This design comes from an exercise in tuning for small area and a short achievable clock period on the open sky130 flow, not from production work. The RTL was checked by simulation tests, not by an equivalence proof against the original design. Power figures rest on the tool's default switching activity, not on a simulated workload.

==> 01-24 <==
## motion_command_word_parser_core
module motion_command_word_parser_core (
    input  logic        aclk,
    input  logic        aresetn,
    input  logic        s_valid,
    output logic        s_ready,
    input  logic [7:0]  s_rx_byte,
    output logic        m_valid,
    input  logic        m_ready,
    output logic [2:0]  m_status,
    output logic [1:0]  m_error_axis,
    output logic [16:0] m_x_mils,
    output logic [16:0] m_y_mils,
    output logic [16:0] m_z_mils,
    input  logic        cfg_valid,
    output logic        cfg_ready,
    input  logic [2:0]  cfg_index,
    input  logic [16:0] cfg_data
);
==> flow/config.mk <==
export PLATFORM = sky130hd
export DESIGN_NAME = motion_command_word_parser_core
export DESIGN_NICKNAME = motion_command_word_parser_core
export VERILOG_FILES = /design/flow/design.v
export SDC_FILE = /design/flow/constraint.sdc
export NUM_CORES = 4
export LEC_CHECK = 0
export ABC_AREA = 1
export CAP_MARGIN = 20
export CORE_MARGIN = 2
export CORE_UTILIZATION = 40
export CTS_CLUSTER_DIAMETER = 120
export CTS_CLUSTER_SIZE = 30
export SETUP_SLACK_MARGIN = 5
export SLEW_MARGIN = 20
==> flow/constraint.sdc <==
create_clock -name core_clock -period 10.0 [get_ports {aclk}]
set_input_delay 2.0000 -clock core_clock [delete_from_list [all_inputs] [get_ports {aclk}]]
set_output_delay 2.0000 -clock core_clock [all_outputs]
set_load 0.01 [all_outputs]
standard.sh (not shown) runs the stock make flow with config.mk's settings and CLKGATE_MAP_FILE= SYNTH_SCRIPT=/design/flow/synth_recipe.tcl, a recipe that flattens the netlist after the stock synthesis.
==> flow/flow/run.sh <==
#!/bin/bash
# Layout flow: the standard flow (standard synthesis unchanged), with the
# port buffers made from plain buffers instead of delay buffers, the resizer
# allowed to pick any drive strength (not only cells of the same footprint),
# and a larger setup margin for timing repair. Each step's full output is in
# orfs/logs; make's own output is in make_finish.log here.
set -euo pipefail
bash standard.sh \
    "BUFFER_PORTS_ARGS=-buffer_cell sky130_fd_sc_hd__buf_1" \
    MATCH_CELL_FOOTPRINT=0 \
    SETUP_SLACK_MARGIN=5.6 \
    finish > make_finish.log 2>&1
==> inputs of 03-09, as changes to 01-24 <==
--- a/flow/design.v
+++ b/flow/design.v
@@ -63,13 +63,13 @@
         digits[7:4]   = p2 ? dv[4] : p1 ? dv[3] : dv[2];
         digits[3:0]   = p2 ? dv[5] : p1 ? dv[4] : dv[3];
     end
 endmodule
 module mcwp_axis_conv (
     input  logic [19:0] digits,
-    input  logic [16:0] limit,
+    input  logic [16:0] limit_n,    
     output logic [16:0] mils,
     output logic        over        
 );
     logic [3:0] dT, dK, dH, dt, du;
     logic [16:0] r0, r1;
     assign dT = digits[19:16];
@@ -207,13 +207,13 @@
     assign cs38 = p_dT[13] & p_dK[13];
     assign r0 = {p_dT[16], p_dT[15], cs38, cs36, cs34, cs32, cs30, cs28, cs26, cs24, cs22, cs20, cs18, cs16, cs15, p_dt[1], du[0]};
     assign r1 = {1'b0, 1'b0, p_dT[14], cs37, cs35, cs33, cs31, cs29, cs27, cs25, cs23, cs21, cs19, cs17, du[2], du[1], 1'b0};
     assign mils = r0 + r1;
     logic [16:0] nl, cs_s, cs_c;
     logic [17:0] cy;
-    assign nl   = ~limit;
+    assign nl   = limit_n;
     assign cs_s = r0 ^ r1 ^ nl;
     assign cs_c = (r0 & r1) | (r0 & nl) | (r1 & nl);
     always_comb begin
         cy[0] = 1'b0;
         cy[1] = 1'b0;
         for (int i = 1; i < 17; i++) begin
@@ -237,13 +237,13 @@
     output logic [16:0] m_z_mils,
     input  logic        cfg_valid,
     output logic        cfg_ready,
     input  logic [2:0]  cfg_index,
     input  logic [16:0] cfg_data
 );
-    logic [2:0][16:0] limit_reg;
+    logic [2:0][16:0] limit_n;   
     logic [2:0][16:0] hold_reg;
     logic [71:0] st;           
     logic [2:0][16:0] val_n;     
     logic [1:0]  lw;           
     logic        sel_act;      
     logic [1:0]  sel_ax;       
@@ -273,65 +273,82 @@
     assign cfg_ready = 1'b1;
     assign accept    = s_valid && s_ready;
     assign act       = accept && !discard;
     assign finish    = act && is_cr;
     assign err_any   = act && (is_etx || (sel_act && !is_cr && !is_sp && !is_letter && !is_char));
     assign wr        = act && sel_act && is_char && !(idx[2] && idx[1]);
+    logic       st_clr;
+    logic [3:0] st_d;
+    assign st_clr = !aresetn || (accept && is_cr);
+    assign st_d   = st_clr ? mcwp_pkg::CODE_EMPTY : code;
     logic [16:0] cfg_limit_d, cfg_hold_d;
     logic [5:0]  cfg_en;
     always_comb begin
-        cfg_limit_d = aresetn ? cfg_data : mcwp_pkg::LIMIT_RESET;
+        cfg_limit_d = aresetn ? ~cfg_data : ~mcwp_pkg::LIMIT_RESET;
         cfg_hold_d  = aresetn ? cfg_data : 17'd0;
         for (int k = 0; k < 6; k++) begin
             cfg_en[k] = !aresetn || (cfg_valid && cfg_index == 3'(k));
         end
     end
     always_ff @(posedge aclk) begin
         for (int a = 0; a < 3; a++) begin
-            if (cfg_en[a])     limit_reg[a] <= cfg_limit_d;
+            if (cfg_en[a])     limit_n[a]   <= cfg_limit_d;
             if (cfg_en[a + 3]) hold_reg[a]  <= cfg_hold_d;
         end
     end
     logic [2:0]  bad, empty, over, fresh;
     logic [23:0] wr_cur, wr_new;
     logic [19:0] wr_digits;
     logic [19:0] conv_in;
     logic [16:0] conv_limit;
     logic [16:0] conv_mils;
     logic        conv_over;
-    mcwp_axis_shape u_shape_x (.codes(st[23:0]),  .bad(bad[0]), .empty(empty[0]));
-    mcwp_axis_shape u_shape_y (.codes(st[47:24]), .bad(bad[1]), .empty(empty[1]));
-    mcwp_axis_shape u_shape_z (.codes(st[71:48]), .bad(bad[2]), .empty(empty[2]));
+    assign empty[0] = st[3]  & st[2];
+    assign empty[1] = st[27] & st[26];
+    assign empty[2] = st[51] & st[50];
     always_comb begin
         case (sel_ax)
             2'd0:    wr_cur = st[23:0];
             2'd1:    wr_cur = st[47:24];
             default: wr_cur = st[71:48];
         endcase
         for (int i = 0; i < 6; i++) begin
             wr_new[4*i +: 4] = (idx == 3'(i)) ? code : wr_cur[4*i +: 4];
         end
     end
     mcwp_axis_align u_align (.codes(wr_new), .digits(wr_digits));
+    logic       wr_bad, wr_empty_unused;
+    logic [2:0] bad_reg;
+    mcwp_axis_shape u_shape (.codes(wr_new), .bad(wr_bad), .empty(wr_empty_unused));
+    always_ff @(posedge aclk) begin
+        for (int a = 0; a < 3; a++) begin
+            if (st_clr) begin
+                bad_reg[a] <= 1'b0;
+            end else if (wr && sel_ax == 2'(a)) begin
+                bad_reg[a] <= wr_bad;
+            end
+        end
+    end
+    assign bad = bad_reg;
     always_ff @(posedge aclk) begin
         conv_in <= wr_digits;
     end
     always_comb begin
         for (int a = 0; a < 3; a++) fresh[a] = (lw == 2'(a));
         case (lw)
-            2'd0:    conv_limit = limit_reg[0];
-            2'd1:    conv_limit = limit_reg[1];
-            default: conv_limit = limit_reg[2];
+            2'd0:    conv_limit = limit_n[0];
+            2'd1:    conv_limit = limit_n[1];
+            default: conv_limit = limit_n[2];
         endcase
     end
-    mcwp_axis_conv u_conv (.digits(conv_in), .limit(conv_limit), .mils(conv_mils), .over(conv_over));
+    mcwp_axis_conv u_conv (.digits(conv_in), .limit_n(conv_limit), .mils(conv_mils), .over(conv_over));
     logic [2:0] fin_status;
     logic [1:0] fin_axis;
     always_comb begin
         for (int a = 0; a < 3; a++) begin
-            over[a] = !empty[a] && (fresh[a] ? conv_over : mcwp_pkg::gt17(~val_n[a], limit_reg[a]));
+            over[a] = !empty[a] && (fresh[a] ? conv_over : mcwp_pkg::gt17(~val_n[a], ~limit_n[a]));
         end
         if (|bad) begin
             fin_status = mcwp_pkg::STATUS_BAD_NUM;
             fin_axis   = bad[2] ? 2'd2 : bad[1] ? 2'd1 : 2'd0;
         end else if (|over) begin
             fin_status = mcwp_pkg::STATUS_LIMIT;
@@ -354,16 +371,12 @@
         if (!aresetn) begin
             lw <= 2'd3;
         end else begin
             lw <= wr ? sel_ax : 2'd3;
         end
     end
-    logic       st_clr;
-    logic [3:0] st_d;
-    assign st_clr = !aresetn || (accept && is_cr);
-    assign st_d   = st_clr ? mcwp_pkg::CODE_EMPTY : code;
     always_ff @(posedge aclk) begin
         for (int a = 0; a < 3; a++) begin
             for (int i = 0; i < 6; i++) begin
                 if (st_clr || (wr && sel_ax == 2'(a) && idx == 3'(i))) begin
                     st[a*24+i*4 +: 4] <= st_d;
                 end
==> flow/flow/run.sh (replaced) <==
#!/bin/bash
# Layout flow: the standard flow, with
#  - synthesis by synth_recipe.tcl unchanged but with ABC mapping the logic
#    by flow/abc_area.script (flow/synth.tcl wraps the abc command);
#  - port buffers made from plain buffers instead of delay buffers;
#  - the resizer allowed to pick any drive strength (not only cells of the
#    same footprint), and a larger setup margin for timing repair.
# Each step's full output is in orfs/logs; make's own output is in
# make_finish.log here.
set -euo pipefail
W=$(pwd)
export MCWP_WORK=$W
export MCWP_ABC_SCRIPT=$W/flow/abc_area.script
bash standard.sh \
    SYNTH_SCRIPT=$W/flow/synth.tcl \
    "BUFFER_PORTS_ARGS=-buffer_cell sky130_fd_sc_hd__buf_1" \
    MATCH_CELL_FOOTPRINT=0 \
    SETUP_SLACK_MARGIN=5.6 \
    finish > make_finish.log 2>&1
==> flow/flow/abc_area.script (new file) <==
strash
&get -n
&st
&dch
&nf -R 20
&put
topo
stime -c
buffer -c
upsize -c
dnsize -c
==> flow/flow/synth.tcl (new file) <==
# The standard flow's synthesis script (synth_recipe.tcl in the work folder) run unchanged,
# except that ABC maps the logic with flow/abc_area.script (area-oriented
# mapping). Registers are not touched by ABC.
proc abc {args} {
  set i [lsearch -exact $args -script]
  if { $i >= 0 } {
    lset args [expr {$i + 1}] $::env(MCWP_ABC_SCRIPT)
  }
  yosys abc {*}$args
}
source $::env(MCWP_WORK)/synth_recipe.tcl
--- a/flow/config.mk
+++ b/flow/config.mk
@@ -3,12 +3,13 @@
 export DESIGN_NICKNAME = motion_command_word_parser_core
 export VERILOG_FILES = /design/flow/design.v
 export SDC_FILE = /design/flow/constraint.sdc
 export NUM_CORES = 4
 export LEC_CHECK = 0
 export ABC_AREA = 1
+export ABC_CLOCK_PERIOD_IN_PS = 4500
 export CAP_MARGIN = 20
 export CORE_MARGIN = 2
 export CORE_UTILIZATION = 40
 export CTS_CLUSTER_DIAMETER = 120
 export CTS_CLUSTER_SIZE = 30
 export SETUP_SLACK_MARGIN = 5
==> notes <==
In 01-24 the wire length is higher than in 03-09, by about 6%. Between 01-24 and 03-09, the lower clock power is in 01-24 (gap about 1%, measured against 03-09). Between 01-24 and 03-09, the lower maximum frequency is in 03-09 (gap 5.9%, measured against 03-09). Final cell count: 03-09 is lower than 01-24 (about 17%). Against 03-09, the worst hold slack of 01-24 is lower by 0.026 ns. Of 03-09 and 01-24, 01-24 has the higher power (gap 7.4%, measured against 01-24). Of 03-09 and 01-24, 01-24 has the higher setup slack (gap 0.26 ns). Between 03-09 and 01-24, the lower synthesized area is in 03-09 (gap about 5%, measured against 01-24). Of 01-24 and 03-09, 01-24 has the higher first-iteration DRC count (gap about 18%, measured against 03-09).
==> figures <==
| quantity | 01-24 | 03-09 |
|---|---|---|
| Result of the run | complete, no violations | complete, no violations |
| Worst-case clock skew | 0.0247 ns | 0.0206 ns |
| Clock sinks | 260 | 263 |
| Fraction of area in registers | 0.500 | 0.524 |
| Min-Delay Endpoint | sel_act$_SDFFE_PN0P_ | discard$_SDFFE_PN0P_ |
| Top power group | combinational cells | registers |
| Routability-driven placement congestion ratio | 0.930 | 0.911 |
| Sequential cell area fraction in the yosys report | 0.552 | 0.585 |
| Leading cell type in the layout, fill and taps excluded | nand2_1 | edfxtp_1 |
| Aggregate routed wire length | 37.1 mm | 34.9 mm |
| Sequential cell count | 260 | 263 |
| Number of non-clock buffers | 106 | 114 |
| Power drawn by the combinational cells | 1.56 mW | 1.30 mW |
| Slew HR | 0.293 | 0.254 |
| Sequential group share of total power | 0.403 | 0.433 |
| Critical setup path kind | in2out | reg2reg |
| Share of the synthesized area in the top cell type | 0.510 | 0.537 |
| Number of clock buffer instances in the layout | 15 | 17 |
| Final net count | 1632 | 1340 |
| WL/cell | 18.6 um | 21.1 um |

## what the ideal ports hide
No port has a modelled driver above. Below, the same layouts with a new extraction and two added sets of constraints. Step 1, drivers: a clkbuf_16 drives aclk and a buf_2 each remaining input, both assumed. Step 2 also shifts input and output timing later by t, the mid clock arrival at the registers, as if the neighbouring blocks saw the same clock. Three values: ideal, step 1, step 2; two values: the first two.
run	t, ns	setup slack, ns	worst register clock-pin slew, ns
01-24	0.536	5.619 / 5.600 / 5.321	0.12 / 0.12
03-09	0.540	5.362 / 5.361 / 5.360	0.12 / 0.12
After both steps setup and hold are still met in every run listed. The setup slack of 01-24, which loses most, moves by -0.019 ns with the drivers and by -0.298 ns with both steps.
